Background: an optimization exercise with open tools, aiming at small area. Do not read the settings as production practice. Only simulation tests tie the RTL to the original design; equivalence was not proved.

==> flow/standard.sh <==
#!/bin/bash
# synth_recipe.tcl (not shown) runs the flow's synth.tcl, then flattens the netlist and writes it again
# the make line also repeats each setting of config.mk as NAME=value (left out here)
make -C /OpenROAD-flow-scripts/flow DESIGN_CONFIG=/design/flow/config.mk WORK_HOME=/design/flow/orfs CLKGATE_MAP_FILE= SYNTH_SCRIPT=/design/flow/synth_recipe.tcl "${@:-finish}"
==> flow/flow/run.sh <==
#!/bin/bash
set -euo pipefail
bash standard.sh ADDER_MAP_FILE= finish > flow_make.log 2>&1
==> flow/config.mk <==
export PLATFORM = sky130hd
export DESIGN_NAME = pan_tilt_top
export DESIGN_NICKNAME = pan_tilt_top
export VERILOG_FILES = /design/flow/design.v
export SDC_FILE = /design/flow/constraint.sdc
export NUM_CORES = 4
export LEC_CHECK = 0
export ABC_AREA = 1
export CAP_MARGIN = 20
export CORE_MARGIN = 2
export CORE_UTILIZATION = 40
export SLEW_MARGIN = 20
==> flow/constraint.sdc <==
create_clock -name core_clock -period 5.0 [get_ports {clk}]
set_input_delay 1.0000 -clock core_clock [delete_from_list [all_inputs] [get_ports {clk}]]
set_output_delay 1.0000 -clock core_clock [all_outputs]
set_load 0.01 [all_outputs]
==> flow/design.v <==
`default_nettype none
package pan_tilt_pkg;
	localparam int POS_W = 12;
	typedef logic [POS_W-1:0] pos_t;
	localparam int VEC_W = 18;
	typedef logic signed [VEC_W-1:0] vec_t;
	localparam int ANG_W = 16;
	typedef logic [ANG_W-1:0] ang_t;
	localparam ang_t HALF_TURN    = 16'd32768;
	localparam ang_t QUARTER_TURN = 16'd16384;
	localparam int N_STAGES = 14;
	localparam logic [N_STAGES*ANG_W-1:0] ATAN_TABLE = {
		16'd8192, 16'd4836, 16'd2555, 16'd1297,
		16'd651,  16'd326,  16'd163,  16'd81,
		16'd41,   16'd20,   16'd10,   16'd5,
		16'd3,    16'd1
	};
	localparam logic [15:0] CORDIC_GAIN = 16'd26981;
	localparam int GAIN_FRAC = 14;
	typedef logic [7:0] dmx_t;
	localparam int TILT_SHIFT = 6;
	localparam int LATENCY = 30;
endpackage
`default_nettype wire
`timescale 1ns/1ps
`default_nettype none
module add_rca #(
	parameter int W = 8
) (
	input  logic [W-1:0] a,
	input  logic [W-1:0] b,
	input  logic ci,
	output logic [W-1:0] s
);
	logic [W:0] c;
	assign c[0] = ci;
	for (genvar j = 0; j < W; j++) begin : g_bit
		assign s[j] = a[j] ^ b[j] ^ c[j];
		assign c[j+1] = (a[j] & b[j]) | (c[j] & (a[j] ^ b[j]));
	end
endmodule
module add_bk #(
	parameter int W = 8
) (
	input  logic [W-1:0] a,
	input  logic [W-1:0] b,
	input  logic ci,
	output logic [W-1:0] s
);
	localparam int LG = (W > 32) ? 6 : (W > 16) ? 5 : (W > 8) ? 4 : (W > 4) ? 3 : (W > 2) ? 2 : 1;
	logic [W-1:0] p, g, pp, gg;
	always_comb begin
		p = a ^ b;
		g = a & b;
		g[0] = g[0] | (p[0] & ci);
		pp = p;
		gg = g;
		for (int l = 0; (1 << l) < W; l++) begin
			for (int j = (2 << l) - 1; j < W; j += (2 << l)) begin
				gg[j] = gg[j] | (pp[j] & gg[j - (1 << l)]);
				pp[j] = pp[j] & pp[j - (1 << l)];
			end
		end
		for (int l = LG - 1; l >= 1; l--) begin
			for (int j = (3 << (l - 1)) - 1; j < W; j += (2 << (l - 1))) begin
				if (j - (1 << (l - 1)) >= 0 && ((j + 1) % (2 << (l - 1))) != 0) begin
					gg[j] = gg[j] | (pp[j] & gg[j - (1 << (l - 1))]);
					pp[j] = pp[j] & pp[j - (1 << (l - 1))];
				end
			end
		end
		s = p ^ {gg[W-2:0], ci};
	end
endmodule
module add_sk #(
	parameter int W = 8
) (
	input  logic [W-1:0] a,
	input  logic [W-1:0] b,
	input  logic ci,
	output logic [W-1:0] s
);
	logic [W-1:0] p, g, pp, gg;
	always_comb begin
		p = a ^ b;
		g = a & b;
		g[0] = g[0] | (p[0] & ci);
		pp = p;
		gg = g;
		for (int l = 0; (1 << l) < W; l++) begin
			for (int j = 0; j < W; j++) begin
				if ((j >> l) & 1) begin
					gg[j] = gg[j] | (pp[j] & gg[((j >> l) << l) - 1]);
					pp[j] = pp[j] & pp[((j >> l) << l) - 1];
				end
			end
		end
		s = p ^ {gg[W-2:0], ci};
	end
endmodule
`default_nettype wire
`timescale 1ns/1ps
`default_nettype none
module pan_tilt_top (
	input  logic clk,
	input  logic reset,
	input  logic in_valid,
	input  logic [11:0] x_com,
	input  logic [11:0] y_com,
	input  logic [11:0] x_light,
	input  logic [11:0] y_light,
	input  logic [11:0] height,
	output logic out_valid,
	output logic [7:0] pan,
	output logic [7:0] tilt
);
	logic [0:0] sf_s0;
	logic [11:0] px0_s0;
	logic [12:0] py0_s0;
	logic [12:0] dx_s0;
	logic [12:0] dy_s0;
	logic [11:0] height_r1;
	logic [0:0] sf_r1;
	logic [11:0] px0_r1;
	logic [12:0] py0_r1;
	logic [0:0] pb0_s1;
	logic [12:0] px1_s1;
	logic [12:0] py1_s1;
	logic [0:0] pb1_s1;
	logic [12:0] px2_s1;
	logic [12:0] py2_s1;
	logic [11:0] height_r2;
	logic [0:0] sf_r2;
	logic [0:0] pb0_r2;
	logic [0:0] pb1_r2;
	logic [12:0] px2_r2;
	logic [12:0] py2_r2;
	logic [0:0] pb2_s2;
	logic [13:0] px3_s2;
	logic [11:0] py3_s2;
	logic [0:0] pb3_s2;
	logic [13:0] px4_s2;
	logic [10:0] py4_s2;
	logic [11:0] height_r3;
	logic [0:0] sf_r3;
	logic [0:0] pb0_r3;
	logic [0:0] pb1_r3;
	logic [0:0] pb2_r3;
	logic [0:0] pb3_r3;
	logic [13:0] px4_r3;
	logic [10:0] py4_r3;
	logic [0:0] pb4_s3;
	logic [13:0] px5_s3;
	logic [10:0] py5_s3;
	logic [0:0] pb5_s3;
	logic [13:0] px6_s3;
	logic [9:0] py6_s3;
	logic [11:0] height_r4;
	logic [0:0] sf_r4;
	logic [0:0] pb0_r4;
	logic [0:0] pb1_r4;
	logic [0:0] pb2_r4;
	logic [0:0] pb3_r4;
	logic [0:0] pb4_r4;
	logic [0:0] pb5_r4;
	logic [13:0] px6_r4;
	logic [9:0] py6_r4;
	logic [0:0] pb6_s4;
	logic [13:0] px7_s4;
	logic [8:0] py7_s4;
	logic [0:0] pb7_s4;
	logic [13:0] px8_s4;
	logic [7:0] py8_s4;
	logic [0:0] pb8_s4;
	logic [6:0] py9_s4;
	logic [2:0] pa9_s4;
	logic [13:0] pX_s4;
	logic [11:0] height_r5;
	logic [0:0] sf_r5;
	logic [0:0] pb0_r5;
	logic [0:0] pb1_r5;
	logic [0:0] pb2_r5;
	logic [0:0] pb3_r5;
	logic [0:0] pb4_r5;
	logic [0:0] pb5_r5;
	logic [0:0] pb6_r5;
	logic [0:0] pb7_r5;
	logic [0:0] pb8_r5;
	logic [6:0] py9_r5;
	logic [2:0] pa9_r5;
	logic [13:0] pX_r5;
	logic [12:0] hs_s5;
	logic [26:0] hprod_s5;
	logic [0:0] pb9_s5;
	logic [5:0] py10_s5;
	logic [2:0] pa10_s5;
	logic pc9_s5;
	logic [3:0] plo9_s5;
	logic [0:0] pb10_s5;
	logic [4:0] py11_s5;
	logic [2:0] pa11_s5;
	logic pc10_s5;
	logic [3:0] plo10_s5;
	logic [0:0] pb11_s5;
	logic [4:0] py12_s5;
	logic [2:0] pa12_s5;
	logic pc11_s5;
	logic [3:0] plo11_s5;
	logic [0:0] sf_r6;
	logic [0:0] pb0_r6;
	logic [0:0] pb1_r6;
	logic [0:0] pb2_r6;
	logic [0:0] pb3_r6;
	logic [0:0] pb4_r6;
	logic [0:0] pb5_r6;
	logic [0:0] pb6_r6;
	logic [0:0] pb7_r6;
	logic [0:0] pb8_r6;
	logic [13:0] pX_r6;
	logic [12:0] hs_r6;
	logic [0:0] pb9_r6;
	logic [0:0] pb10_r6;
	logic [0:0] pb11_r6;
	logic [4:0] py12_r6;
	logic [2:0] pa12_r6;
	logic [0:0] pb12_s6;
	logic [3:0] py13_s6;
	logic [2:0] pa13_s6;
	logic pc12_s6;
	logic [3:0] plo12_s6;
	logic [0:0] pb13_s6;
	logic [2:0] pa14_s6;
	logic [13:0] px14_s6;
	logic [13:0] tx1_s6;
	logic [14:0] ty1_s6;
	logic [0:0] sf_r7;
	logic [0:0] pb0_r7;
	logic [0:0] pb1_r7;
	logic [0:0] pb2_r7;
	logic [0:0] pb3_r7;
	logic [0:0] pb4_r7;
	logic [0:0] pb5_r7;
	logic [0:0] pb6_r7;
	logic [0:0] pb7_r7;
	logic [0:0] pb8_r7;
	logic [0:0] pb9_r7;
	logic [0:0] pb10_r7;
	logic [0:0] pb11_r7;
	logic [0:0] pb12_r7;
	logic [0:0] pb13_r7;
	logic [13:0] tx1_r7;
	logic [14:0] ty1_r7;
	logic [7:0] pan_b_s7;
	logic pcsa_s7_1, pcsa_s7_2;
	logic pcsa_s7_3, pcsa_s7_4;
	logic pcsa_s7_5, pcsa_s7_6;
	logic pcsa_s7_7, pcsa_s7_8;
	logic pcsa_s7_9, pcsa_s7_10;
	logic pcsa_s7_11, pcsa_s7_12;
	logic pcsa_s7_13, pcsa_s7_14;
	logic pcsa_s7_15, pcsa_s7_16;
	logic pcsa_s7_17, pcsa_s7_18;
	logic pcsa_s7_19, pcsa_s7_20;
	logic pcsa_s7_21, pcsa_s7_22;
	logic pcsa_s7_23, pcsa_s7_24;
	logic pcsa_s7_25, pcsa_s7_26;
	logic pcsa_s7_27, pcsa_s7_28;
	logic pcsa_s7_29, pcsa_s7_30;
	logic pcsa_s7_31, pcsa_s7_32;
	logic pcsa_s7_33, pcsa_s7_34;
	logic pcsa_s7_35, pcsa_s7_36;
	logic pcsa_s7_37, pcsa_s7_38;
	logic pcsa_s7_39, pcsa_s7_40;
	logic pcsa_s7_41, pcsa_s7_42;
	logic pcsa_s7_43, pcsa_s7_44;
	logic pcsa_s7_45, pcsa_s7_46;
	logic pcsa_s7_47, pcsa_s7_48;
	logic pcsa_s7_49, pcsa_s7_50;
	logic pcsa_s7_51, pcsa_s7_52;
	logic pcsa_s7_53, pcsa_s7_54;
	logic pcsa_s7_55, pcsa_s7_56;
	logic pcsa_s7_57, pcsa_s7_58;
	logic pcsa_s7_59, pcsa_s7_60;
	logic pcsa_s7_61, pcsa_s7_62;
	logic pcsa_s7_63, pcsa_s7_64;
	logic pcsa_s7_65, pcsa_s7_66;
	logic pcsa_s7_67, pcsa_s7_68;
	logic pcsa_s7_69, pcsa_s7_70;
	logic pcsa_s7_71, pcsa_s7_72;
	logic pcsa_s7_73, pcsa_s7_74;
	logic pcsa_s7_75, pcsa_s7_76;
	logic pcsa_s7_77, pcsa_s7_78;
	logic pcsa_s7_79, pcsa_s7_80;
	logic pcsa_s7_81, pcsa_s7_82;
	logic pcsa_s7_83, pcsa_s7_84;
	logic [15:0] pcsa_s7_85, pcsa_s7_86, pcsa_s7_87;
	logic [0:0] tb1_s7;
	logic [14:0] tx2_s7;
	logic [13:0] ty2_s7;
	logic [0:0] tb2_s7;
	logic [14:0] tx3_s7;
	logic [12:0] ty3_s7;
	logic [7:0] pan_b_r8;
	logic [0:0] tb1_r8;
	logic [0:0] tb2_r8;
	logic [14:0] tx3_r8;
	logic [12:0] ty3_r8;
	logic [0:0] tb3_s8;
	logic [14:0] tx4_s8;
	logic [12:0] ty4_s8;
	logic [0:0] tb4_s8;
	logic [14:0] tx5_s8;
	logic [11:0] ty5_s8;
	logic [7:0] pan_b_r9;
	logic [0:0] tb1_r9;
	logic [0:0] tb2_r9;
	logic [0:0] tb3_r9;
	logic [0:0] tb4_r9;
	logic [14:0] tx5_r9;
	logic [11:0] ty5_r9;
	logic [0:0] tb5_s9;
	logic [14:0] tx6_s9;
	logic [10:0] ty6_s9;
	logic [0:0] tb6_s9;
	logic [14:0] tx7_s9;
	logic [9:0] ty7_s9;
	logic [7:0] pan_b_r10;
	logic [0:0] tb1_r10;
	logic [0:0] tb2_r10;
	logic [0:0] tb3_r10;
	logic [0:0] tb4_r10;
	logic [0:0] tb5_r10;
	logic [0:0] tb6_r10;
	logic [14:0] tx7_r10;
	logic [9:0] ty7_r10;
	logic [0:0] tb7_s10;
	logic [14:0] tx8_s10;
	logic [8:0] ty8_s10;
	logic [0:0] tb8_s10;
	logic [7:0] ty9_s10;
	logic [2:0] ta9_s10;
	logic [14:0] tX_s10;
	logic [5:0] tXh9_s10;
	logic [0:0] tXa9_s10;
	logic [2:0] tXl9_s10;
	logic [7:0] pan_b_r11;
	logic [0:0] tb1_r11;
	logic [0:0] tb2_r11;
	logic [0:0] tb3_r11;
	logic [0:0] tb4_r11;
	logic [0:0] tb5_r11;
	logic [0:0] tb6_r11;
	logic [0:0] tb7_r11;
	logic [0:0] tb8_r11;
	logic [7:0] ty9_r11;
	logic [2:0] ta9_r11;
	logic [5:0] tXh9_r11;
	logic [0:0] tXa9_r11;
	logic [2:0] tXl9_r11;
	logic [14:0] tX_s11;
	logic [15:0] tpart_s11;
	logic tpcsa_s11_1, tpcsa_s11_2;
	logic tpcsa_s11_3, tpcsa_s11_4;
	logic tpcsa_s11_5, tpcsa_s11_6;
	logic tpcsa_s11_7, tpcsa_s11_8;
	logic tpcsa_s11_9, tpcsa_s11_10;
	logic tpcsa_s11_11, tpcsa_s11_12;
	logic tpcsa_s11_13, tpcsa_s11_14;
	logic tpcsa_s11_15, tpcsa_s11_16;
	logic tpcsa_s11_17, tpcsa_s11_18;
	logic tpcsa_s11_19, tpcsa_s11_20;
	logic tpcsa_s11_21, tpcsa_s11_22;
	logic tpcsa_s11_23, tpcsa_s11_24;
	logic tpcsa_s11_25, tpcsa_s11_26;
	logic tpcsa_s11_27, tpcsa_s11_28;
	logic tpcsa_s11_29, tpcsa_s11_30;
	logic tpcsa_s11_31, tpcsa_s11_32;
	logic tpcsa_s11_33, tpcsa_s11_34;
	logic tpcsa_s11_35, tpcsa_s11_36;
	logic tpcsa_s11_37, tpcsa_s11_38;
	logic tpcsa_s11_39, tpcsa_s11_40;
	logic tpcsa_s11_41, tpcsa_s11_42;
	logic tpcsa_s11_43, tpcsa_s11_44;
	logic tpcsa_s11_45, tpcsa_s11_46;
	logic tpcsa_s11_47, tpcsa_s11_48;
	logic tpcsa_s11_49, tpcsa_s11_50;
	logic tpcsa_s11_51, tpcsa_s11_52;
	logic tpcsa_s11_53, tpcsa_s11_54;
	logic tpcsa_s11_55, tpcsa_s11_56;
	logic [15:0] tpcsa_s11_57, tpcsa_s11_58, tpcsa_s11_59;
	logic [0:0] tb9_s11;
	logic [6:0] ty10_s11;
	logic [2:0] ta10_s11;
	logic tc9_s11;
	logic [3:0] tlo9_s11;
	logic [0:0] tb10_s11;
	logic [5:0] ty11_s11;
	logic [2:0] ta11_s11;
	logic tc10_s11;
	logic [3:0] tlo10_s11;
	logic [0:0] tb11_s11;
	logic [4:0] ty12_s11;
	logic [2:0] ta12_s11;
	logic tc11_s11;
	logic [3:0] tlo11_s11;
	logic [0:0] tb12_s11;
	logic [4:0] ty13_s11;
	logic tc12_s11;
	logic [3:0] tlo12_s11;
	logic [7:0] pan_b_r12;
	logic [15:0] tpart_r12;
	logic [0:0] tb9_r12;
	logic [0:0] tb10_r12;
	logic [0:0] tb11_r12;
	logic [0:0] tb12_r12;
	logic [4:0] ty13_r12;
	logic [0:0] tb13_s12;
	logic [7:0] tilt_b_s12;
	logic tqcsa_s12_1, tqcsa_s12_2;
	logic tqcsa_s12_3, tqcsa_s12_4;
	logic tqcsa_s12_5, tqcsa_s12_6;
	logic [7:0] tqcsa_s12_7, tqcsa_s12_8, tqcsa_s12_9;
	logic [7:0] tlo_s12;
	logic [8:0] th1_s12;
	logic [8:0] thh_s12;
	logic [12:1] vld;
	assign dx_s0 = {1'b0, x_com} - {1'b0, x_light};
	assign dy_s0 = {1'b0, y_com} - {1'b0, y_light};
	assign sf_s0 = dx_s0[12];
	add_sk #(.W(12)) u_add1 (.a((dx_s0[11:0] ^ {12{dx_s0[12]}})), .b(12'd0), .ci(dx_s0[12]), .s(px0_s0));
	add_sk #(.W(13)) u_add2 (.a((dy_s0 ^ {13{dx_s0[12]}})), .b(13'd0), .ci(dx_s0[12]), .s(py0_s0));
	assign pb0_s1 = ~py0_r1[12];
	add_sk #(.W(13)) u_add3 (.a({1'b0, px0_r1}), .b({1'b0, (py0_r1[11:0] ^ {12{py0_r1[12]}})}), .ci(py0_r1[12]), .s(px1_s1));
	add_sk #(.W(13)) u_add4 (.a(py0_r1), .b(({1'b0, px0_r1[11:0]} ^ {13{~py0_r1[12]}})), .ci(~py0_r1[12]), .s(py1_s1));
	assign pb1_s1 = ~py1_s1[12];
	add_sk #(.W(13)) u_add5 (.a(px1_s1), .b({2'b0, (py1_s1[11:1] ^ {11{py1_s1[12]}})}), .ci(py1_s1[12]), .s(px2_s1));
	add_sk #(.W(13)) u_add6 (.a(py1_s1), .b(({1'b0, px1_s1[12:1]} ^ {13{~py1_s1[12]}})), .ci(~py1_s1[12]), .s(py2_s1));
	assign pb2_s2 = ~py2_r2[12];
	add_sk #(.W(14)) u_add7 (.a({1'b0, px2_r2}), .b({4'b0, (py2_r2[11:2] ^ {10{py2_r2[12]}})}), .ci(py2_r2[12]), .s(px3_s2));
	add_sk #(.W(12)) u_add8 (.a(py2_r2[11:0]), .b(({1'b0, px2_r2[12:2]} ^ {12{~py2_r2[12]}})), .ci(~py2_r2[12]), .s(py3_s2));
	assign pb3_s2 = ~py3_s2[11];
	add_sk #(.W(14)) u_add9 (.a(px3_s2), .b({6'b0, (py3_s2[10:3] ^ {8{py3_s2[11]}})}), .ci(py3_s2[11]), .s(px4_s2));
	add_sk #(.W(11)) u_add10 (.a(py3_s2[10:0]), .b((px3_s2[13:3] ^ {11{~py3_s2[11]}})), .ci(~py3_s2[11]), .s(py4_s2));
	assign pb4_s3 = ~py4_r3[10];
	add_sk #(.W(14)) u_add11 (.a(px4_r3), .b({8'b0, (py4_r3[9:4] ^ {6{py4_r3[10]}})}), .ci(py4_r3[10]), .s(px5_s3));
	add_sk #(.W(11)) u_add12 (.a(py4_r3), .b(({1'b0, px4_r3[13:4]} ^ {11{~py4_r3[10]}})), .ci(~py4_r3[10]), .s(py5_s3));
	assign pb5_s3 = ~py5_s3[10];
	add_sk #(.W(14)) u_add13 (.a(px5_s3), .b({9'b0, (py5_s3[9:5] ^ {5{py5_s3[10]}})}), .ci(py5_s3[10]), .s(px6_s3));
	add_sk #(.W(10)) u_add14 (.a(py5_s3[9:0]), .b(({1'b0, px5_s3[13:5]} ^ {10{~py5_s3[10]}})), .ci(~py5_s3[10]), .s(py6_s3));
	assign pb6_s4 = ~py6_r4[9];
	add_sk #(.W(14)) u_add15 (.a(px6_r4), .b({11'b0, (py6_r4[8:6] ^ {3{py6_r4[9]}})}), .ci(py6_r4[9]), .s(px7_s4));
	add_sk #(.W(9)) u_add16 (.a(py6_r4[8:0]), .b(({1'b0, px6_r4[13:6]} ^ {9{~py6_r4[9]}})), .ci(~py6_r4[9]), .s(py7_s4));
	assign pb7_s4 = ~py7_s4[8];
	add_sk #(.W(14)) u_add17 (.a(px7_s4), .b({13'b0, (py7_s4[7:7] ^ {1{py7_s4[8]}})}), .ci(py7_s4[8]), .s(px8_s4));
	add_sk #(.W(8)) u_add18 (.a(py7_s4[7:0]), .b(({1'b0, px7_s4[13:7]} ^ {8{~py7_s4[8]}})), .ci(~py7_s4[8]), .s(py8_s4));
	assign pb8_s4 = ~py8_s4[7];
	assign pX_s4 = px8_s4;
	assign pa9_s4 = {2'b0, py8_s4[7]};
	add_sk #(.W(7)) u_add19 (.a(py8_s4[6:0]), .b(({1'b0, px8_s4[13:8]} ^ {7{~py8_s4[7]}})), .ci(~py8_s4[7]), .s(py9_s4));
	assign hprod_s5 = height_r5 * 15'd26981;
	assign hs_s5 = hprod_s5[26:14];
	assign pb9_s5 = ~py9_r5[6];
	assign pa10_s5 = pa9_r5 + {2'b0, py9_r5[6]};
	assign plo9_s5 = {1'b0, pX_r5[2:0]} + {1'b0, pa9_r5};
	assign pc9_s5 = (&pX_r5[8:3]) & plo9_s5[3];
	add_sk #(.W(6)) u_add20 (.a(py9_r5[5:0]), .b(({1'b0, pX_r5[13:9]} ^ {6{~py9_r5[6]}})), .ci(~(pc9_s5 ^ py9_r5[6])), .s(py10_s5));
	assign pb10_s5 = ~py10_s5[5];
	assign pa11_s5 = pa10_s5 + {2'b0, py10_s5[5]};
	assign plo10_s5 = {1'b0, pX_r5[2:0]} + {1'b0, pa10_s5};
	assign pc10_s5 = (&pX_r5[9:3]) & plo10_s5[3];
	add_sk #(.W(5)) u_add21 (.a(py10_s5[4:0]), .b(({1'b0, pX_r5[13:10]} ^ {5{~py10_s5[5]}})), .ci(~(pc10_s5 ^ py10_s5[5])), .s(py11_s5));
	assign pb11_s5 = ~py11_s5[4];
	assign pa12_s5 = pa11_s5 + {2'b0, py11_s5[4]};
	assign plo11_s5 = {1'b0, pX_r5[2:0]} + {1'b0, pa11_s5};
	assign pc11_s5 = (&pX_r5[10:3]) & plo11_s5[3];
	add_sk #(.W(5)) u_add22 (.a(py11_s5), .b(({2'b0, pX_r5[13:11]} ^ {5{~py11_s5[4]}})), .ci(~(pc11_s5 ^ py11_s5[4])), .s(py12_s5));
	assign pb12_s6 = ~py12_r6[4];
	assign pa13_s6 = pa12_r6 + {2'b0, py12_r6[4]};
	assign plo12_s6 = {1'b0, pX_r6[2:0]} + {1'b0, pa12_r6};
	assign pc12_s6 = (&pX_r6[11:3]) & plo12_s6[3];
	add_sk #(.W(4)) u_add23 (.a(py12_r6[3:0]), .b(({2'b0, pX_r6[13:12]} ^ {4{~py12_r6[4]}})), .ci(~(pc12_s6 ^ py12_r6[4])), .s(py13_s6));
	assign pb13_s6 = ~py13_s6[3];
	assign pa14_s6 = pa13_s6 + {2'b0, py13_s6[3]};
	add_sk #(.W(14)) u_add24 (.a(pX_r6), .b({11'b0, pa14_s6}), .ci(1'b0), .s(px14_s6));
	add_sk #(.W(14)) u_add25 (.a(px14_s6), .b({1'b0, hs_r6}), .ci(1'b0), .s(tx1_s6));
	add_sk #(.W(15)) u_add26 (.a({1'b0, px14_s6}), .b(~{2'b0, hs_r6}), .ci(1'b1), .s(ty1_s6));
	assign pcsa_s7_1 = pb2_r7 ^ pb3_r7;
	assign pcsa_s7_2 = pb2_r7 & pb3_r7;
	assign pcsa_s7_3 = pcsa_s7_1 ^ pb4_r7 ^ pb6_r7;
	assign pcsa_s7_4 = (pcsa_s7_1 & pb4_r7) | (pcsa_s7_1 & pb6_r7) | (pb4_r7 & pb6_r7);
	assign pcsa_s7_5 = pb7_r7 ^ pb8_r7;
	assign pcsa_s7_6 = pb7_r7 & pb8_r7;
	assign pcsa_s7_7 = pcsa_s7_2 ^ pb2_r7 ^ pb4_r7;
	assign pcsa_s7_8 = (pcsa_s7_2 & pb2_r7) | (pcsa_s7_2 & pb4_r7) | (pb2_r7 & pb4_r7);
	assign pcsa_s7_9 = pb5_r7 ^ pb6_r7;
	assign pcsa_s7_10 = pb5_r7 & pb6_r7;
	assign pcsa_s7_11 = pb1_r7 ^ pb5_r7;
	assign pcsa_s7_12 = pb1_r7 & pb5_r7;
	assign pcsa_s7_13 = pcsa_s7_3 ^ pcsa_s7_5 ^ pb11_r7;
	assign pcsa_s7_14 = (pcsa_s7_3 & pcsa_s7_5) | (pcsa_s7_3 & pb11_r7) | (pcsa_s7_5 & pb11_r7);
	assign pcsa_s7_15 = pcsa_s7_4 ^ pcsa_s7_6 ^ pcsa_s7_7;
	assign pcsa_s7_16 = (pcsa_s7_4 & pcsa_s7_6) | (pcsa_s7_4 & pcsa_s7_7) | (pcsa_s7_6 & pcsa_s7_7);
	assign pcsa_s7_17 = pcsa_s7_9 ^ pb10_r7;
	assign pcsa_s7_18 = pcsa_s7_9 & pb10_r7;
	assign pcsa_s7_19 = pcsa_s7_8 ^ pcsa_s7_10 ^ pcsa_s7_11;
	assign pcsa_s7_20 = (pcsa_s7_8 & pcsa_s7_10) | (pcsa_s7_8 & pcsa_s7_11) | (pcsa_s7_10 & pcsa_s7_11);
	assign pcsa_s7_21 = pb9_r7 ^ pb11_r7 ^ 1'b1;
	assign pcsa_s7_22 = (pb9_r7 & pb11_r7) | (pb9_r7 & 1'b1) | (pb11_r7 & 1'b1);
	assign pcsa_s7_23 = pcsa_s7_12 ^ pb2_r7 ^ pb4_r7;
	assign pcsa_s7_24 = (pcsa_s7_12 & pb2_r7) | (pcsa_s7_12 & pb4_r7) | (pb2_r7 & pb4_r7);
	assign pcsa_s7_25 = pb8_r7 ^ pb10_r7 ^ 1'b1;
	assign pcsa_s7_26 = (pb8_r7 & pb10_r7) | (pb8_r7 & 1'b1) | (pb10_r7 & 1'b1);
	assign pcsa_s7_27 = pb2_r7 ^ pb3_r7 ^ pb7_r7;
	assign pcsa_s7_28 = (pb2_r7 & pb3_r7) | (pb2_r7 & pb7_r7) | (pb3_r7 & pb7_r7);
	assign pcsa_s7_29 = pb9_r7 ^ 1'b1;
	assign pcsa_s7_30 = pb9_r7 & 1'b1;
	assign pcsa_s7_31 = pb1_r7 ^ pb2_r7 ^ pb6_r7;
	assign pcsa_s7_32 = (pb1_r7 & pb2_r7) | (pb1_r7 & pb6_r7) | (pb2_r7 & pb6_r7);
	assign pcsa_s7_33 = pb8_r7 ^ 1'b1;
	assign pcsa_s7_34 = pb8_r7 & 1'b1;
	assign pcsa_s7_35 = pb1_r7 ^ pb2_r7 ^ pb5_r7;
	assign pcsa_s7_36 = (pb1_r7 & pb2_r7) | (pb1_r7 & pb5_r7) | (pb2_r7 & pb5_r7);
	assign pcsa_s7_37 = pb7_r7 ^ 1'b1;
	assign pcsa_s7_38 = pb7_r7 & 1'b1;
	assign pcsa_s7_39 = pb1_r7 ^ pb2_r7 ^ pb4_r7;
	assign pcsa_s7_40 = (pb1_r7 & pb2_r7) | (pb1_r7 & pb4_r7) | (pb2_r7 & pb4_r7);
	assign pcsa_s7_41 = pcsa_s7_13 ^ pb12_r7;
	assign pcsa_s7_42 = pcsa_s7_13 & pb12_r7;
	assign pcsa_s7_43 = pcsa_s7_14 ^ pcsa_s7_15 ^ pcsa_s7_17;
	assign pcsa_s7_44 = (pcsa_s7_14 & pcsa_s7_15) | (pcsa_s7_14 & pcsa_s7_17) | (pcsa_s7_15 & pcsa_s7_17);
	assign pcsa_s7_45 = pcsa_s7_16 ^ pcsa_s7_18 ^ pcsa_s7_19;
	assign pcsa_s7_46 = (pcsa_s7_16 & pcsa_s7_18) | (pcsa_s7_16 & pcsa_s7_19) | (pcsa_s7_18 & pcsa_s7_19);
	assign pcsa_s7_47 = pcsa_s7_20 ^ pcsa_s7_22 ^ pcsa_s7_23;
	assign pcsa_s7_48 = (pcsa_s7_20 & pcsa_s7_22) | (pcsa_s7_20 & pcsa_s7_23) | (pcsa_s7_22 & pcsa_s7_23);
	assign pcsa_s7_49 = pcsa_s7_24 ^ pcsa_s7_26 ^ pcsa_s7_27;
	assign pcsa_s7_50 = (pcsa_s7_24 & pcsa_s7_26) | (pcsa_s7_24 & pcsa_s7_27) | (pcsa_s7_26 & pcsa_s7_27);
	assign pcsa_s7_51 = pcsa_s7_28 ^ pcsa_s7_30 ^ pcsa_s7_31;
	assign pcsa_s7_52 = (pcsa_s7_28 & pcsa_s7_30) | (pcsa_s7_28 & pcsa_s7_31) | (pcsa_s7_30 & pcsa_s7_31);
	assign pcsa_s7_53 = pcsa_s7_32 ^ pcsa_s7_34 ^ pcsa_s7_35;
	assign pcsa_s7_54 = (pcsa_s7_32 & pcsa_s7_34) | (pcsa_s7_32 & pcsa_s7_35) | (pcsa_s7_34 & pcsa_s7_35);
	assign pcsa_s7_55 = pcsa_s7_36 ^ pcsa_s7_38 ^ pcsa_s7_39;
	assign pcsa_s7_56 = (pcsa_s7_36 & pcsa_s7_38) | (pcsa_s7_36 & pcsa_s7_39) | (pcsa_s7_38 & pcsa_s7_39);
	assign pcsa_s7_57 = pcsa_s7_40 ^ pb2_r7 ^ pb3_r7;
	assign pcsa_s7_58 = (pcsa_s7_40 & pb2_r7) | (pcsa_s7_40 & pb3_r7) | (pb2_r7 & pb3_r7);
	assign pcsa_s7_59 = pcsa_s7_41 ^ pb13_r7;
	assign pcsa_s7_60 = pcsa_s7_41 & pb13_r7;
	assign pcsa_s7_61 = pcsa_s7_42 ^ pcsa_s7_43 ^ pb12_r7;
	assign pcsa_s7_62 = (pcsa_s7_42 & pcsa_s7_43) | (pcsa_s7_42 & pb12_r7) | (pcsa_s7_43 & pb12_r7);
	assign pcsa_s7_63 = pcsa_s7_44 ^ pcsa_s7_45 ^ pcsa_s7_21;
	assign pcsa_s7_64 = (pcsa_s7_44 & pcsa_s7_45) | (pcsa_s7_44 & pcsa_s7_21) | (pcsa_s7_45 & pcsa_s7_21);
	assign pcsa_s7_65 = pcsa_s7_46 ^ pcsa_s7_47 ^ pcsa_s7_25;
	assign pcsa_s7_66 = (pcsa_s7_46 & pcsa_s7_47) | (pcsa_s7_46 & pcsa_s7_25) | (pcsa_s7_47 & pcsa_s7_25);
	assign pcsa_s7_67 = pcsa_s7_48 ^ pcsa_s7_49 ^ pcsa_s7_29;
	assign pcsa_s7_68 = (pcsa_s7_48 & pcsa_s7_49) | (pcsa_s7_48 & pcsa_s7_29) | (pcsa_s7_49 & pcsa_s7_29);
	assign pcsa_s7_69 = pcsa_s7_50 ^ pcsa_s7_51 ^ pcsa_s7_33;
	assign pcsa_s7_70 = (pcsa_s7_50 & pcsa_s7_51) | (pcsa_s7_50 & pcsa_s7_33) | (pcsa_s7_51 & pcsa_s7_33);
	assign pcsa_s7_71 = pcsa_s7_52 ^ pcsa_s7_53 ^ pcsa_s7_37;
	assign pcsa_s7_72 = (pcsa_s7_52 & pcsa_s7_53) | (pcsa_s7_52 & pcsa_s7_37) | (pcsa_s7_53 & pcsa_s7_37);
	assign pcsa_s7_73 = pcsa_s7_54 ^ pcsa_s7_55 ^ pb6_r7;
	assign pcsa_s7_74 = (pcsa_s7_54 & pcsa_s7_55) | (pcsa_s7_54 & pb6_r7) | (pcsa_s7_55 & pb6_r7);
	assign pcsa_s7_75 = pcsa_s7_56 ^ pcsa_s7_57 ^ pb5_r7;
	assign pcsa_s7_76 = (pcsa_s7_56 & pcsa_s7_57) | (pcsa_s7_56 & pb5_r7) | (pcsa_s7_57 & pb5_r7);
	assign pcsa_s7_77 = pcsa_s7_58 ^ pb1_r7 ^ pb4_r7;
	assign pcsa_s7_78 = (pcsa_s7_58 & pb1_r7) | (pcsa_s7_58 & pb4_r7) | (pb1_r7 & pb4_r7);
	assign pcsa_s7_79 = pb3_r7 ^ 1'b1;
	assign pcsa_s7_80 = pb3_r7 & 1'b1;
	assign pcsa_s7_81 = pb2_r7 ^ 1'b1;
	assign pcsa_s7_82 = pb2_r7 & 1'b1;
	assign pcsa_s7_83 = pb1_r7 ^ 1'b1;
	assign pcsa_s7_84 = pb1_r7 & 1'b1;
	assign pcsa_s7_85 = {1'b0, pcsa_s7_84, pcsa_s7_82, pcsa_s7_80, pcsa_s7_78, pcsa_s7_76, pcsa_s7_74, pcsa_s7_72, pcsa_s7_70, pcsa_s7_68, pcsa_s7_66, pcsa_s7_64, pcsa_s7_62, pcsa_s7_60, pcsa_s7_59, 1'b1};
	assign pcsa_s7_86 = {1'b0, pb0_r7, pcsa_s7_83, pcsa_s7_81, pcsa_s7_79, pcsa_s7_77, pcsa_s7_75, pcsa_s7_73, pcsa_s7_71, pcsa_s7_69, pcsa_s7_67, pcsa_s7_65, pcsa_s7_63, pcsa_s7_61, 1'b1, 1'b0};
	add_sk #(.W(16)) u_add27 (.a(pcsa_s7_85), .b(pcsa_s7_86), .ci(1'b0), .s(pcsa_s7_87));
	assign pan_b_s7 = {pcsa_s7_87[15] ^ sf_r7, pcsa_s7_87[14:8]};
	assign tb1_s7 = ~ty1_r7[14];
	add_sk #(.W(15)) u_add28 (.a({1'b0, tx1_r7}), .b({2'b0, (ty1_r7[13:1] ^ {13{ty1_r7[14]}})}), .ci(ty1_r7[14]), .s(tx2_s7));
	add_sk #(.W(14)) u_add29 (.a(ty1_r7[13:0]), .b(({1'b0, tx1_r7[13:1]} ^ {14{~ty1_r7[14]}})), .ci(~ty1_r7[14]), .s(ty2_s7));
	assign tb2_s7 = ~ty2_s7[13];
	add_sk #(.W(15)) u_add30 (.a(tx2_s7), .b({4'b0, (ty2_s7[12:2] ^ {11{ty2_s7[13]}})}), .ci(ty2_s7[13]), .s(tx3_s7));
	add_sk #(.W(13)) u_add31 (.a(ty2_s7[12:0]), .b((tx2_s7[14:2] ^ {13{~ty2_s7[13]}})), .ci(~ty2_s7[13]), .s(ty3_s7));
	assign tb3_s8 = ~ty3_r8[12];
	add_sk #(.W(15)) u_add32 (.a(tx3_r8), .b({6'b0, (ty3_r8[11:3] ^ {9{ty3_r8[12]}})}), .ci(ty3_r8[12]), .s(tx4_s8));
	add_sk #(.W(13)) u_add33 (.a(ty3_r8), .b(({1'b0, tx3_r8[14:3]} ^ {13{~ty3_r8[12]}})), .ci(~ty3_r8[12]), .s(ty4_s8));
	assign tb4_s8 = ~ty4_s8[12];
	add_sk #(.W(15)) u_add34 (.a(tx4_s8), .b({7'b0, (ty4_s8[11:4] ^ {8{ty4_s8[12]}})}), .ci(ty4_s8[12]), .s(tx5_s8));
	add_sk #(.W(12)) u_add35 (.a(ty4_s8[11:0]), .b(({1'b0, tx4_s8[14:4]} ^ {12{~ty4_s8[12]}})), .ci(~ty4_s8[12]), .s(ty5_s8));
	assign tb5_s9 = ~ty5_r9[11];
	add_sk #(.W(15)) u_add36 (.a(tx5_r9), .b({9'b0, (ty5_r9[10:5] ^ {6{ty5_r9[11]}})}), .ci(ty5_r9[11]), .s(tx6_s9));
	add_sk #(.W(11)) u_add37 (.a(ty5_r9[10:0]), .b(({1'b0, tx5_r9[14:5]} ^ {11{~ty5_r9[11]}})), .ci(~ty5_r9[11]), .s(ty6_s9));
	assign tb6_s9 = ~ty6_s9[10];
	add_sk #(.W(15)) u_add38 (.a(tx6_s9), .b({11'b0, (ty6_s9[9:6] ^ {4{ty6_s9[10]}})}), .ci(ty6_s9[10]), .s(tx7_s9));
	add_sk #(.W(10)) u_add39 (.a(ty6_s9[9:0]), .b(({1'b0, tx6_s9[14:6]} ^ {10{~ty6_s9[10]}})), .ci(~ty6_s9[10]), .s(ty7_s9));
	assign tb7_s10 = ~ty7_r10[9];
	add_sk #(.W(15)) u_add40 (.a(tx7_r10), .b({13'b0, (ty7_r10[8:7] ^ {2{ty7_r10[9]}})}), .ci(ty7_r10[9]), .s(tx8_s10));
	add_sk #(.W(9)) u_add41 (.a(ty7_r10[8:0]), .b(({1'b0, tx7_r10[14:7]} ^ {9{~ty7_r10[9]}})), .ci(~ty7_r10[9]), .s(ty8_s10));
	assign tb8_s10 = ~ty8_s10[8];
	assign tX_s10 = tx8_s10;
	assign ta9_s10 = {2'b0, ty8_s10[8]};
	add_sk #(.W(8)) u_add42 (.a(ty8_s10[7:0]), .b(({1'b0, tx8_s10[14:8]} ^ {8{~ty8_s10[8]}})), .ci(~ty8_s10[8]), .s(ty9_s10));
	assign tXh9_s10 = tX_s10[14:9];
	assign tXa9_s10 = &tX_s10[8:3];
	assign tXl9_s10 = tX_s10[2:0];
	assign tX_s11 = {tXh9_r11, {6{tXa9_r11}}, tXl9_r11};
	assign tpcsa_s11_1 = tb2_r11 ^ tb3_r11;
	assign tpcsa_s11_2 = tb2_r11 & tb3_r11;
	assign tpcsa_s11_3 = tpcsa_s11_1 ^ tb4_r11 ^ tb6_r11;
	assign tpcsa_s11_4 = (tpcsa_s11_1 & tb4_r11) | (tpcsa_s11_1 & tb6_r11) | (tb4_r11 & tb6_r11);
	assign tpcsa_s11_5 = tpcsa_s11_2 ^ tb2_r11 ^ tb4_r11;
	assign tpcsa_s11_6 = (tpcsa_s11_2 & tb2_r11) | (tpcsa_s11_2 & tb4_r11) | (tb2_r11 & tb4_r11);
	assign tpcsa_s11_7 = tb1_r11 ^ tb2_r11;
	assign tpcsa_s11_8 = tb1_r11 & tb2_r11;
	assign tpcsa_s11_9 = tb1_r11 ^ tb2_r11 ^ tb5_r11;
	assign tpcsa_s11_10 = (tb1_r11 & tb2_r11) | (tb1_r11 & tb5_r11) | (tb2_r11 & tb5_r11);
	assign tpcsa_s11_11 = tb1_r11 ^ tb2_r11;
	assign tpcsa_s11_12 = tb1_r11 & tb2_r11;
	assign tpcsa_s11_13 = tpcsa_s11_3 ^ tb7_r11;
	assign tpcsa_s11_14 = tpcsa_s11_3 & tb7_r11;
	assign tpcsa_s11_15 = tpcsa_s11_4 ^ tpcsa_s11_5 ^ tb5_r11;
	assign tpcsa_s11_16 = (tpcsa_s11_4 & tpcsa_s11_5) | (tpcsa_s11_4 & tb5_r11) | (tpcsa_s11_5 & tb5_r11);
	assign tpcsa_s11_17 = tpcsa_s11_6 ^ tb1_r11 ^ tb5_r11;
	assign tpcsa_s11_18 = (tpcsa_s11_6 & tb1_r11) | (tpcsa_s11_6 & tb5_r11) | (tb1_r11 & tb5_r11);
	assign tpcsa_s11_19 = tb2_r11 ^ tb4_r11 ^ tb8_r11;
	assign tpcsa_s11_20 = (tb2_r11 & tb4_r11) | (tb2_r11 & tb8_r11) | (tb4_r11 & tb8_r11);
	assign tpcsa_s11_21 = tb2_r11 ^ tb3_r11 ^ tb7_r11;
	assign tpcsa_s11_22 = (tb2_r11 & tb3_r11) | (tb2_r11 & tb7_r11) | (tb3_r11 & tb7_r11);
	assign tpcsa_s11_23 = tpcsa_s11_7 ^ tb6_r11 ^ tb8_r11;
	assign tpcsa_s11_24 = (tpcsa_s11_7 & tb6_r11) | (tpcsa_s11_7 & tb8_r11) | (tb6_r11 & tb8_r11);
	assign tpcsa_s11_25 = tpcsa_s11_8 ^ tpcsa_s11_9 ^ tb7_r11;
	assign tpcsa_s11_26 = (tpcsa_s11_8 & tpcsa_s11_9) | (tpcsa_s11_8 & tb7_r11) | (tpcsa_s11_9 & tb7_r11);
	assign tpcsa_s11_27 = tpcsa_s11_10 ^ tpcsa_s11_11 ^ tb4_r11;
	assign tpcsa_s11_28 = (tpcsa_s11_10 & tpcsa_s11_11) | (tpcsa_s11_10 & tb4_r11) | (tpcsa_s11_11 & tb4_r11);
	assign tpcsa_s11_29 = tpcsa_s11_12 ^ tb2_r11 ^ tb3_r11;
	assign tpcsa_s11_30 = (tpcsa_s11_12 & tb2_r11) | (tpcsa_s11_12 & tb3_r11) | (tb2_r11 & tb3_r11);
	assign tpcsa_s11_31 = tpcsa_s11_13 ^ tb8_r11;
	assign tpcsa_s11_32 = tpcsa_s11_13 & tb8_r11;
	assign tpcsa_s11_33 = tpcsa_s11_14 ^ tpcsa_s11_15 ^ tb6_r11;
	assign tpcsa_s11_34 = (tpcsa_s11_14 & tpcsa_s11_15) | (tpcsa_s11_14 & tb6_r11) | (tpcsa_s11_15 & tb6_r11);
	assign tpcsa_s11_35 = tpcsa_s11_16 ^ tpcsa_s11_17 ^ 1'b1;
	assign tpcsa_s11_36 = (tpcsa_s11_16 & tpcsa_s11_17) | (tpcsa_s11_16 & 1'b1) | (tpcsa_s11_17 & 1'b1);
	assign tpcsa_s11_37 = tpcsa_s11_18 ^ tpcsa_s11_19 ^ 1'b1;
	assign tpcsa_s11_38 = (tpcsa_s11_18 & tpcsa_s11_19) | (tpcsa_s11_18 & 1'b1) | (tpcsa_s11_19 & 1'b1);
	assign tpcsa_s11_39 = tpcsa_s11_20 ^ tpcsa_s11_21 ^ 1'b1;
	assign tpcsa_s11_40 = (tpcsa_s11_20 & tpcsa_s11_21) | (tpcsa_s11_20 & 1'b1) | (tpcsa_s11_21 & 1'b1);
	assign tpcsa_s11_41 = tpcsa_s11_22 ^ tpcsa_s11_23 ^ 1'b1;
	assign tpcsa_s11_42 = (tpcsa_s11_22 & tpcsa_s11_23) | (tpcsa_s11_22 & 1'b1) | (tpcsa_s11_23 & 1'b1);
	assign tpcsa_s11_43 = tpcsa_s11_24 ^ tpcsa_s11_25 ^ 1'b1;
	assign tpcsa_s11_44 = (tpcsa_s11_24 & tpcsa_s11_25) | (tpcsa_s11_24 & 1'b1) | (tpcsa_s11_25 & 1'b1);
	assign tpcsa_s11_45 = tpcsa_s11_26 ^ tpcsa_s11_27 ^ tb6_r11;
	assign tpcsa_s11_46 = (tpcsa_s11_26 & tpcsa_s11_27) | (tpcsa_s11_26 & tb6_r11) | (tpcsa_s11_27 & tb6_r11);
	assign tpcsa_s11_47 = tpcsa_s11_28 ^ tpcsa_s11_29 ^ tb5_r11;
	assign tpcsa_s11_48 = (tpcsa_s11_28 & tpcsa_s11_29) | (tpcsa_s11_28 & tb5_r11) | (tpcsa_s11_29 & tb5_r11);
	assign tpcsa_s11_49 = tpcsa_s11_30 ^ tb1_r11 ^ tb4_r11;
	assign tpcsa_s11_50 = (tpcsa_s11_30 & tb1_r11) | (tpcsa_s11_30 & tb4_r11) | (tb1_r11 & tb4_r11);
	assign tpcsa_s11_51 = tb3_r11 ^ 1'b1;
	assign tpcsa_s11_52 = tb3_r11 & 1'b1;
	assign tpcsa_s11_53 = tb2_r11 ^ 1'b1;
	assign tpcsa_s11_54 = tb2_r11 & 1'b1;
	assign tpcsa_s11_55 = tb1_r11 ^ 1'b1;
	assign tpcsa_s11_56 = tb1_r11 & 1'b1;
	assign tpcsa_s11_57 = {1'b1, tpcsa_s11_56, tpcsa_s11_54, tpcsa_s11_52, tpcsa_s11_50, tpcsa_s11_48, tpcsa_s11_46, tpcsa_s11_44, tpcsa_s11_42, tpcsa_s11_40, tpcsa_s11_38, tpcsa_s11_36, tpcsa_s11_34, tpcsa_s11_32, tpcsa_s11_31, 1'b1};
	assign tpcsa_s11_58 = {1'b0, 1'b1, tpcsa_s11_55, tpcsa_s11_53, tpcsa_s11_51, tpcsa_s11_49, tpcsa_s11_47, tpcsa_s11_45, tpcsa_s11_43, tpcsa_s11_41, tpcsa_s11_39, tpcsa_s11_37, tpcsa_s11_35, tpcsa_s11_33, 1'b1, 1'b0};
	add_sk #(.W(16)) u_add43 (.a(tpcsa_s11_57), .b(tpcsa_s11_58), .ci(1'b0), .s(tpcsa_s11_59));
	assign tpart_s11 = tpcsa_s11_59;
	assign tb9_s11 = ~ty9_r11[7];
	assign ta10_s11 = ta9_r11 + {2'b0, ty9_r11[7]};
	assign tlo9_s11 = {1'b0, tX_s11[2:0]} + {1'b0, ta9_r11};
	assign tc9_s11 = (&tX_s11[8:3]) & tlo9_s11[3];
	add_sk #(.W(7)) u_add44 (.a(ty9_r11[6:0]), .b(({1'b0, tX_s11[14:9]} ^ {7{~ty9_r11[7]}})), .ci(~(tc9_s11 ^ ty9_r11[7])), .s(ty10_s11));
	assign tb10_s11 = ~ty10_s11[6];
	assign ta11_s11 = ta10_s11 + {2'b0, ty10_s11[6]};
	assign tlo10_s11 = {1'b0, tX_s11[2:0]} + {1'b0, ta10_s11};
	assign tc10_s11 = (&tX_s11[9:3]) & tlo10_s11[3];
	add_sk #(.W(6)) u_add45 (.a(ty10_s11[5:0]), .b(({1'b0, tX_s11[14:10]} ^ {6{~ty10_s11[6]}})), .ci(~(tc10_s11 ^ ty10_s11[6])), .s(ty11_s11));
	assign tb11_s11 = ~ty11_s11[5];
	assign ta12_s11 = ta11_s11 + {2'b0, ty11_s11[5]};
	assign tlo11_s11 = {1'b0, tX_s11[2:0]} + {1'b0, ta11_s11};
	assign tc11_s11 = (&tX_s11[10:3]) & tlo11_s11[3];
	add_sk #(.W(5)) u_add46 (.a(ty11_s11[4:0]), .b(({1'b0, tX_s11[14:11]} ^ {5{~ty11_s11[5]}})), .ci(~(tc11_s11 ^ ty11_s11[5])), .s(ty12_s11));
	assign tb12_s11 = ~ty12_s11[4];
	assign tlo12_s11 = {1'b0, tX_s11[2:0]} + {1'b0, ta12_s11};
	assign tc12_s11 = (&tX_s11[11:3]) & tlo12_s11[3];
	add_sk #(.W(5)) u_add47 (.a(ty12_s11), .b(({2'b0, tX_s11[14:12]} ^ {5{~ty12_s11[4]}})), .ci(~(tc12_s11 ^ ty12_s11[4])), .s(ty13_s11));
	assign tb13_s12 = ~ty13_r12[4];
	assign tqcsa_s12_1 = tb11_r12 ^ tb12_r12;
	assign tqcsa_s12_2 = tb11_r12 & tb12_r12;
	assign tqcsa_s12_3 = tb10_r12 ^ tb12_r12;
	assign tqcsa_s12_4 = tb10_r12 & tb12_r12;
	assign tqcsa_s12_5 = tb9_r12 ^ tb11_r12;
	assign tqcsa_s12_6 = tb9_r12 & tb11_r12;
	assign tqcsa_s12_7 = {1'b0, 1'b0, tb9_r12, tqcsa_s12_6, tqcsa_s12_4, tqcsa_s12_2, tqcsa_s12_1, 1'b0};
	assign tqcsa_s12_8 = {1'b0, 1'b0, 1'b0, tb10_r12, tqcsa_s12_5, tqcsa_s12_3, tb13_s12, 1'b0};
	add_sk #(.W(8)) u_add48 (.a(tqcsa_s12_7), .b(tqcsa_s12_8), .ci(1'b0), .s(tqcsa_s12_9));
	assign tlo_s12 = {1'b0, tpart_r12[6:0]} + tqcsa_s12_9[7:0];
	assign th1_s12 = tpart_r12[15:7] + 1'b1;
	assign thh_s12 = tlo_s12[7] ? th1_s12 : tpart_r12[15:7];
	assign tilt_b_s12 = thh_s12[8] ? 8'd0 : thh_s12[7] ? 8'd255 : {thh_s12[6:0], tlo_s12[6:6]};
	always_ff @(posedge clk) begin
		if (reset) vld <= '0;
		else vld <= {vld[11:1], in_valid};
	end
	always_ff @(posedge clk) begin
		height_r1 <= height;
		sf_r1 <= sf_s0;
		px0_r1 <= px0_s0;
		py0_r1 <= py0_s0;
		height_r2 <= height_r1;
		sf_r2 <= sf_r1;
		pb0_r2 <= pb0_s1;
		pb1_r2 <= pb1_s1;
		px2_r2 <= px2_s1;
		py2_r2 <= py2_s1;
		height_r3 <= height_r2;
		sf_r3 <= sf_r2;
		pb0_r3 <= pb0_r2;
		pb1_r3 <= pb1_r2;
		pb2_r3 <= pb2_s2;
		pb3_r3 <= pb3_s2;
		px4_r3 <= px4_s2;
		py4_r3 <= py4_s2;
		height_r4 <= height_r3;
		sf_r4 <= sf_r3;
		pb0_r4 <= pb0_r3;
		pb1_r4 <= pb1_r3;
		pb2_r4 <= pb2_r3;
		pb3_r4 <= pb3_r3;
		pb4_r4 <= pb4_s3;
		pb5_r4 <= pb5_s3;
		px6_r4 <= px6_s3;
		py6_r4 <= py6_s3;
		height_r5 <= height_r4;
		sf_r5 <= sf_r4;
		pb0_r5 <= pb0_r4;
		pb1_r5 <= pb1_r4;
		pb2_r5 <= pb2_r4;
		pb3_r5 <= pb3_r4;
		pb4_r5 <= pb4_r4;
		pb5_r5 <= pb5_r4;
		pb6_r5 <= pb6_s4;
		pb7_r5 <= pb7_s4;
		pb8_r5 <= pb8_s4;
		py9_r5 <= py9_s4;
		pa9_r5 <= pa9_s4;
		pX_r5 <= pX_s4;
		sf_r6 <= sf_r5;
		pb0_r6 <= pb0_r5;
		pb1_r6 <= pb1_r5;
		pb2_r6 <= pb2_r5;
		pb3_r6 <= pb3_r5;
		pb4_r6 <= pb4_r5;
		pb5_r6 <= pb5_r5;
		pb6_r6 <= pb6_r5;
		pb7_r6 <= pb7_r5;
		pb8_r6 <= pb8_r5;
		pX_r6 <= pX_r5;
		hs_r6 <= hs_s5;
		pb9_r6 <= pb9_s5;
		pb10_r6 <= pb10_s5;
		pb11_r6 <= pb11_s5;
		py12_r6 <= py12_s5;
		pa12_r6 <= pa12_s5;
		sf_r7 <= sf_r6;
		pb0_r7 <= pb0_r6;
		pb1_r7 <= pb1_r6;
		pb2_r7 <= pb2_r6;
		pb3_r7 <= pb3_r6;
		pb4_r7 <= pb4_r6;
		pb5_r7 <= pb5_r6;
		pb6_r7 <= pb6_r6;
		pb7_r7 <= pb7_r6;
		pb8_r7 <= pb8_r6;
		pb9_r7 <= pb9_r6;
		pb10_r7 <= pb10_r6;
		pb11_r7 <= pb11_r6;
		pb12_r7 <= pb12_s6;
		pb13_r7 <= pb13_s6;
		tx1_r7 <= tx1_s6;
		ty1_r7 <= ty1_s6;
		pan_b_r8 <= pan_b_s7;
		tb1_r8 <= tb1_s7;
		tb2_r8 <= tb2_s7;
		tx3_r8 <= tx3_s7;
		ty3_r8 <= ty3_s7;
		pan_b_r9 <= pan_b_r8;
		tb1_r9 <= tb1_r8;
		tb2_r9 <= tb2_r8;
		tb3_r9 <= tb3_s8;
		tb4_r9 <= tb4_s8;
		tx5_r9 <= tx5_s8;
		ty5_r9 <= ty5_s8;
		pan_b_r10 <= pan_b_r9;
		tb1_r10 <= tb1_r9;
		tb2_r10 <= tb2_r9;
		tb3_r10 <= tb3_r9;
		tb4_r10 <= tb4_r9;
		tb5_r10 <= tb5_s9;
		tb6_r10 <= tb6_s9;
		tx7_r10 <= tx7_s9;
		ty7_r10 <= ty7_s9;
		pan_b_r11 <= pan_b_r10;
		tb1_r11 <= tb1_r10;
		tb2_r11 <= tb2_r10;
		tb3_r11 <= tb3_r10;
		tb4_r11 <= tb4_r10;
		tb5_r11 <= tb5_r10;
		tb6_r11 <= tb6_r10;
		tb7_r11 <= tb7_s10;
		tb8_r11 <= tb8_s10;
		ty9_r11 <= ty9_s10;
		ta9_r11 <= ta9_s10;
		tXh9_r11 <= tXh9_s10;
		tXa9_r11 <= tXa9_s10;
		tXl9_r11 <= tXl9_s10;
		pan_b_r12 <= pan_b_r11;
		tpart_r12 <= tpart_s11;
		tb9_r12 <= tb9_s11;
		tb10_r12 <= tb10_s11;
		tb11_r12 <= tb11_s11;
		tb12_r12 <= tb12_s11;
		ty13_r12 <= ty13_s11;
	end
	assign out_valid = vld[12];
	assign pan = pan_b_r12;
	assign tilt = tilt_b_s12;
endmodule
`default_nettype wire
==> flow_summary_export.csv, run 1 <==
group,metric,value,unit
worst_setup_path,worst-path-max-fanout,7,
final_layout,post-route-util,0.4473,
worst_setup_path,critPathLaunchType,"flop",
detailed_routing,route.final.wire_length,73.12,mm
cts,cts_buffers,56,
global_route,grt_overflow_total,0,
detailed_routing,drt-vias-per-instance,4.463,
synth,yosys.area_share.xor_xnor,0.1754,
worst_setup_path,timing.setup.critical_path_class,"reg -> out",
die,core,0.08824,mm2
synth,yosysUniqueCellTypes,82,
synth,post_synth_fa_ha_maj_area_fraction,0.004789,
synth,synth_simple_gate_area_frac,0.3765,
synth,synth_top_family_by_area,"simple AND/OR/NAND/NOR gates",
cts,clock_tree.buffer_depth,3,
placement,port_buffers,79,
global_route,grt_antenna_before_repair,0,
synth,yosys-top-cells-area,"sky130_fd_sc_hd__dfxtp_1 (28%), sky130_fd_sc_hd__nand2_1 (19%), sky130_fd_sc_hd__xor2_1 (12%)",
synth,library_cell_with_the_largest_summed_area_after_synthesis,"sky130_fd_sc_hd__dfxtp_1",
run,maxCapViolations,0,
synth,yosys-mux-area-fraction,0,
worst_setup_path,crit_end_element,"output pin",
cts,htree_num_levels,2,
timing,layout_worst_path_cycle_share,0.9111,
detailed_routing,drt.antenna.violating_nets,0,
timing,worst_hold_slack,0.3026,ns
placement,place.detailed.hpwl,60.50,mm
cts,cts_setup_buffers,0,
cts,cts.hold.buffers_added,0,
worst_setup_path,worst_path_most_repeated_cell,"sky130_fd_sc_hd__nor2_1",
final_layout,post_route_cells_drive_above_1_share,0.09514,
timing,timing.final.crit_period,4.555,ns
synth,synth.yosys.seq_area_share,0.2761,
timing,worst_pin_slew,0.6433,ns
timing,setup_viol_count_final,0,
detailed_routing,drt-pass1-iter-count,7,
worst_setup_path,critPathTopFamily,"simple AND/OR/NAND/NOR gates",
synth,synthesis.instances,5526,
timing,hold_viol,0,
synth,post_synthesis_area_per_instance,6.430,um2
timing,grt_setup_unrepaired,"false",
final_layout,final.fill_count,9153,
die,chipWidth,302.0,um
placement,routabilityCongestion,0.8602,
synth,synth.top_cell.area_share,0.2761,
die,dieArea,0.09123,mm2
die,rows,109,
cts,clk_latency,0.65,ns
global_route,grt_pass1_wl,124.9,mm
global_route,grt_start_max_net_pins,24,
global_route,grtUsageTotal,0.1622,
synth,yosysMostFrequentCell,"sky130_fd_sc_hd__nand2_1",
synth,synth-edff-count,0,
synth,register_bit_count_reported_by_yosys,490,
worst_setup_path,crit_path_buffers_inverters,4,
synth,syn_nets,5589,
worst_setup_path,cpMaxStageDelayCell,"sky130_fd_sc_hd__dfxtp_1",
synth,mappedNetlistArea,0.03553,mm2
worst_setup_path,crit_path_cell_trace,"xnor2_1 > nor2_1 > inv_1 > o21ai_2 > xnor2_1 > inv_1 > nor2_1 > o21ai_1 > a31oi_1 > nor2_1 > maj3_1 > nand3_1 > nand2_1 > nand3_2 > nor2_4 > nand2_1 > xor2_2 > inv_2 > a31oi_1 > dlygate4sd2_1",
worst_setup_path,critical_path.max_stage_delay,0.40,ns
final_layout,number_of_diodes_added_for_antenna_fixing,0,
cts,clock_pin_slew_worst_setup_and_hold_paths,0.06,ns
cts,clock_tree_from_tritoncts,"built",
cts,clock_sinks,490,
synth,synth.top_cells.by_count,"sky130_fd_sc_hd__nand2_1 (1758), sky130_fd_sc_hd__inv_1 (848), sky130_fd_sc_hd__xor2_1 (496), sky130_fd_sc_hd__dfxtp_1 (490), sky130_fd_sc_hd__nor2_1 (446)",
final_layout,area_delta_synth_final,11.08,%
timing,report.final.slew_viol_count,0,
status,status,"no timing/DRC/antenna violations",
die,die_height,302.0,um
detailed_routing,drt_iter0_markers,1253,
detailed_routing,via_count,30530,
worst_setup_path,cp_data_arrival_time,3.56,ns
timing,fin_worst_skew,0.05001,ns
die,num_io_pins,80,
cts,clockRootBuffer,"sky130_fd_sc_hd__clkbuf_16",
worst_hold_path,worst_hold_path_type,"reg -> reg",
final_layout,num-nets-final,5692,
global_route,first_global_vias,28190,
timing,max-slew-margin-rel,0.5672,
synth,yosys_most_used_dff,"sky130_fd_sc_hd__dfxtp_1",
synth,ys.warnings.count,14,
synth,synth-compound-area-share,0.06271,
synth,asyncSetResetFlopFracSynth,0,
detailed_routing,detail_route.wl_per_cell,10.69,um
timing,timing.fmax,0.2195,GHz
detailed_routing,drcViolationCount,0,
worst_setup_path,required_arrival_time_at_the_worst_endpoint,4.00,ns
die,start_util,0.4027,
## timing repair
action | CTS | global route
pin swaps | 1 | 2
setup endpoints to repair | 8 | 11
gates resized for setup | 14 | 13
cloned | 0 | 0
## cells by family (layout without fill, tap and decap cells)
| logic type | count (synthesis) | after routing |
|---|---|---|
| simple gates | 3027 | 3027 |
| compound gates | 368 | 368 |
| fa+ha+maj | 16 | 16 |
| xor+xnor | 696 | 696 |
| flops | 490 | 490 |
| buf+inv | 929 | 1079 |
## stage by stage
stage / setup WS (ns) / TNS (ns) / instance area (um2) / cells
after floorplan: 1.109 / 0 / 35530 / 5526
after global placement: 0.2275 / 0 / 37480 / 6736
after detailed placement: 0.1055 / 0 / 37480 / 6736
after CTS: -0.04586 / -0.04586 / 39420 / 6841
after global routing: 0.05404 / 0 / 39470 / 6841
final: 0.4446 / 0 / 39470 / 6841
## registers in the layout, summed over array words and instances (netlist names), 13 cells and up
signal	flops
hs_r6	13
py0_r1	13
py2_r2	13
tpart_r12	15
tx7_r10	15
px2_r2	13
tx5_r9	15
tx3_r8	15
pX_r6	14
ty3_r8	13
px6_r4	14
px4_r3	14
tx1_r7	13
pX_r5	14
ty1_r7	15
## cells in the final DEF, fill, tap and decap left out, drive strengths merged, types with 135 or more instances in the layout
cell type and n:
nand3 354, inv 884, a21oi 136, xor2 506, or2 181, xnor2 190, o21ai 135, nor2 465
nand2 1903, dfxtp 490
## worst paths after layout
path                            slack (ns)        from         end  cells past startpoint
worst max-delay path                  0.44    tb11_r12     tilt[6]                     20
worst min-delay path                  0.30      tb2_r8      tb2_r9                      0
worst max register to register        0.55  ty1_r7[14]  ty3_r8[10]                     28
worst min register to register        0.30      tb2_r8      tb2_r9                      0
## cell type report
class                   instances  area [um2]  share of cell area
multi-input cells            4107       22060              0.5589
flip-flops and latches        490        9812              0.2486
inverters                     883        3323             0.08419
clock buffers                  72        1541             0.03905
well taps                    1165        1458             0.03693
repair buffers                 91       878.3             0.02225
clock inverters                33       396.6             0.01005
## worst reg2reg max path, delay by kind of cell, from the launching register on
kind                     cells  cell delay, ns
adder cells (fa/ha/maj)      1            0.35
AND/OR/NAND/NOR             21            2.28
XOR/XNOR                     2            0.39
AO/OA/AOI/OAI                2            0.29
buffers and inverters        2            0.43
flip-flops                   1            0.57
## layer usage
layer  vias up  track usage  wire [um]
met5         -            0          0
met4         0      0.03878       1429
met3        91      0.02385       2065
met2       283       0.3095      36350
met1     13140       0.1885      33280
li1      17010            -          -
==> run 2: changes to the inputs <==
--- a/flow/config.mk
+++ b/flow/config.mk
@@ -8,5 +8,7 @@
 export ABC_AREA = 1
 export CAP_MARGIN = 20
 export CORE_MARGIN = 2
-export CORE_UTILIZATION = 40
+export CORE_UTILIZATION = 55
+export CTS_CLUSTER_DIAMETER = 100
+export CTS_CLUSTER_SIZE = 24
 export SLEW_MARGIN = 20
==> flow_summary_export.csv, run 2 <==
group,metric,value,unit
timing,report.final.slew_viol_count,0,
synth,syn_nets,5589,
die,core,0.06412,mm2
final_layout,number_of_diodes_added_for_antenna_fixing,0,
synth,synth.yosys.seq_area_share,0.2761,
global_route,grt_overflow_total,0,
placement,port_buffers,79,
worst_hold_path,worst_hold_path_type,"reg -> reg",
synth,synth.top_cells.by_count,"sky130_fd_sc_hd__nand2_1 (1758), sky130_fd_sc_hd__inv_1 (848), sky130_fd_sc_hd__xor2_1 (496), sky130_fd_sc_hd__dfxtp_1 (490), sky130_fd_sc_hd__nor2_1 (446)",
worst_setup_path,required_arrival_time_at_the_worst_endpoint,4.00,ns
status,status,"no timing/DRC/antenna violations",
timing,setup_viol_count_final,0,
timing,worst_pin_slew,0.8418,ns
worst_hold_path,timing.hold.worst.start,"height_r4[5]",
global_route,grt_antenna_before_repair,0,
final_layout,post-route-util,0.5936,
timing,timing.final.crit_period,4.740,ns
synth,library_cell_with_the_largest_summed_area_after_synthesis,"sky130_fd_sc_hd__dfxtp_1",
worst_setup_path,crit_end_element,"output pin",
synth,register_bit_count_reported_by_yosys,490,
global_route,first_global_vias,27480,
cts,htree_num_levels,1,
final_layout,post_route_cells_drive_above_1_share,0.08686,
final_layout,mostFrequentLayoutCells,"sky130_fd_sc_hd__nand2_1 (1756), sky130_fd_sc_hd__inv_1 (847), sky130_fd_sc_hd__xor2_1 (495)",
worst_setup_path,worst_r2r_path_depth,30,
worst_hold_path,min_path_cells,0,
cts,clock_tree_from_tritoncts,"built",
synth,synth-edff-count,0,
final_layout,num-nets-final,5671,
die,num_io_pins,80,
synth,ys.warnings.count,14,
cts,clock_tree.buffer_depth,3,
synth,synthesis.instances,5526,
worst_setup_path,cp_data_arrival_time,3.74,ns
cts,cts.hold.buffers_added,0,
synth,yosys-top-cells-area,"sky130_fd_sc_hd__dfxtp_1 (28%), sky130_fd_sc_hd__nand2_1 (19%), sky130_fd_sc_hd__xor2_1 (12%)",
run,maxCapViolations,0,
detailed_routing,drt_iter0_markers,1371,
die,chipWidth,258.2,um
timing,totalNegativeSetupSlack,0,ns
die,start_util,0.5542,
die,dieArea,0.06665,mm2
cts,clk_latency,0.61,ns
die,die_height,258.2,um
global_route,grt_pass1_wl,123.5,mm
die,rows,93,
synth,synth.top_cell.area_share,0.2761,
==> run 2: changes by cell type in the layout (fill, tap and decap cells not counted), sizes merged <==
cell / previous run / this run
inv: 884 / 882
clkbuf: 72 / 29
clkinv: 18 / 11
dlygate4sd2: 6 / 2
buf: 12 / 19
clkinvlp: 9 / 1
bufinv: 5 / 0
dlymetal6s2s: 2 / 5
clkdlybuf4s50: 71 / 72
==> run 2: area by class of cell <==
| class | count | area, um2 |
|---|---|---|
| timing repair buffer | 98 | 943.4 |
| tap | 855 | 1070 |
| sequential | 490 | 9811 |
| fill | 6308 | 26060 |
| clock inverter | 11 | 138.9 |
| inverter | 883 | 3323 |
| multi-input combinational | 4107 | 22050 |
| clock buffer | 29 | 725.7 |
==> run 2: what timing repair did <==
item | CTS | global route
pin swaps | 0 | 4
setup buffers | 0 | 3
endpoints found under the setup margin | 8 | 7
cloned | 0 | 0
gates resized for setup | 13 | 8
==> run 2: metal layers <==
layer | vias to the layer above | GRT usage | share of wire
li1 | 16910 | - | -
met1 | 12810 | 0.2817 | 0.49
met2 | 350 | 0.3914 | 0.46
met3 | 79 | 0.01875 | 0.027
met4 | 0 | 0.05395 | 0.025
met5 | - | 0 | 0
==> run 2: worst max-delay path by stage <==
stage	endpoint	slack (ns)	depth (start not counted)	startpoint
finish	tilt[0]	0.26	21	tb12_r12
global route	tilt[0]	-0.001	21	tb10_r12
CTS	tilt[5]	0.01	22	tb12_r12
detailed placement	py0_r1[12]	0.23	23	x_com[1]
global placement	py0_r1[12]	0.32	23	x_com[1]
floorplan	py0_r1[12]	1.11	22	x_light[1]
==> run 2: critical path, cell delays in order (launching register included) <==
cell                              delay (ns)
sky130_fd_sc_hd__dfxtp_2                0.36
sky130_fd_sc_hd__nand2_1                0.10
sky130_fd_sc_hd__inv_1                  0.04
sky130_fd_sc_hd__o21ai_0                0.15
sky130_fd_sc_hd__nand2_1                0.13
sky130_fd_sc_hd__o21ai_2                0.16
sky130_fd_sc_hd__xnor2_1                0.13
sky130_fd_sc_hd__inv_1                  0.07
sky130_fd_sc_hd__nor2_1                 0.08
sky130_fd_sc_hd__o21ai_0                0.10
sky130_fd_sc_hd__a31oi_1                0.15
sky130_fd_sc_hd__nor2_1                 0.06
sky130_fd_sc_hd__maj3_1                 0.37
sky130_fd_sc_hd__nand3_1                0.10
sky130_fd_sc_hd__nand2_2                0.09
sky130_fd_sc_hd__nand3_1                0.11
sky130_fd_sc_hd__nor2_2                 0.07
sky130_fd_sc_hd__nand2_2                0.08
sky130_fd_sc_hd__xor2_2                 0.17
sky130_fd_sc_hd__nand2_1                0.07
sky130_fd_sc_hd__inv_1                  0.05
sky130_fd_sc_hd__clkdlybuf4s50_1        0.52
==> run 2: logic make-up after synthesis <==
| family | Yosys count | share of synthesized area |
|---|---|---|
| flops | 490 | 0.2761 |
| buf+inv | 929 | 0.1046 |
| simple gates | 3027 | 0.3765 |
| fa+ha+maj | 16 | 0.004789 |
| compound gates | 368 | 0.06271 |
| xor+xnor | 696 | 0.1754 |

afterwards: timing with drivers on the ports:
Ports are ideal in the flow. The routed layouts listed here were re-timed in OpenROAD.
Step 1, drivers: a clkbuf_16 drives clk and a buf_2 each remaining input, both assumed.
Step 2, shift: input delay + t, output delay - t, t = (earliest + latest rising clock arrival at the registers) / 2. This alone moves slack from input paths to output paths.
a / b / c = no drivers / after step 1 / after step 2; a / b = the first two.
run	t (ns)	slack for setup (ns)	worst setup path after step 2	pins driven straight from the clock port
run 1	0.688	0.445 / 0.382 / 0.125	input to register	1
run 2	0.669	0.260 / 0.192 / 0.240	input to register	1
After both steps setup and hold are still met in every run listed. For run 1, which loses most, drivers alone change the setup slack by -0.063 ns; drivers and shift together by -0.320 ns.
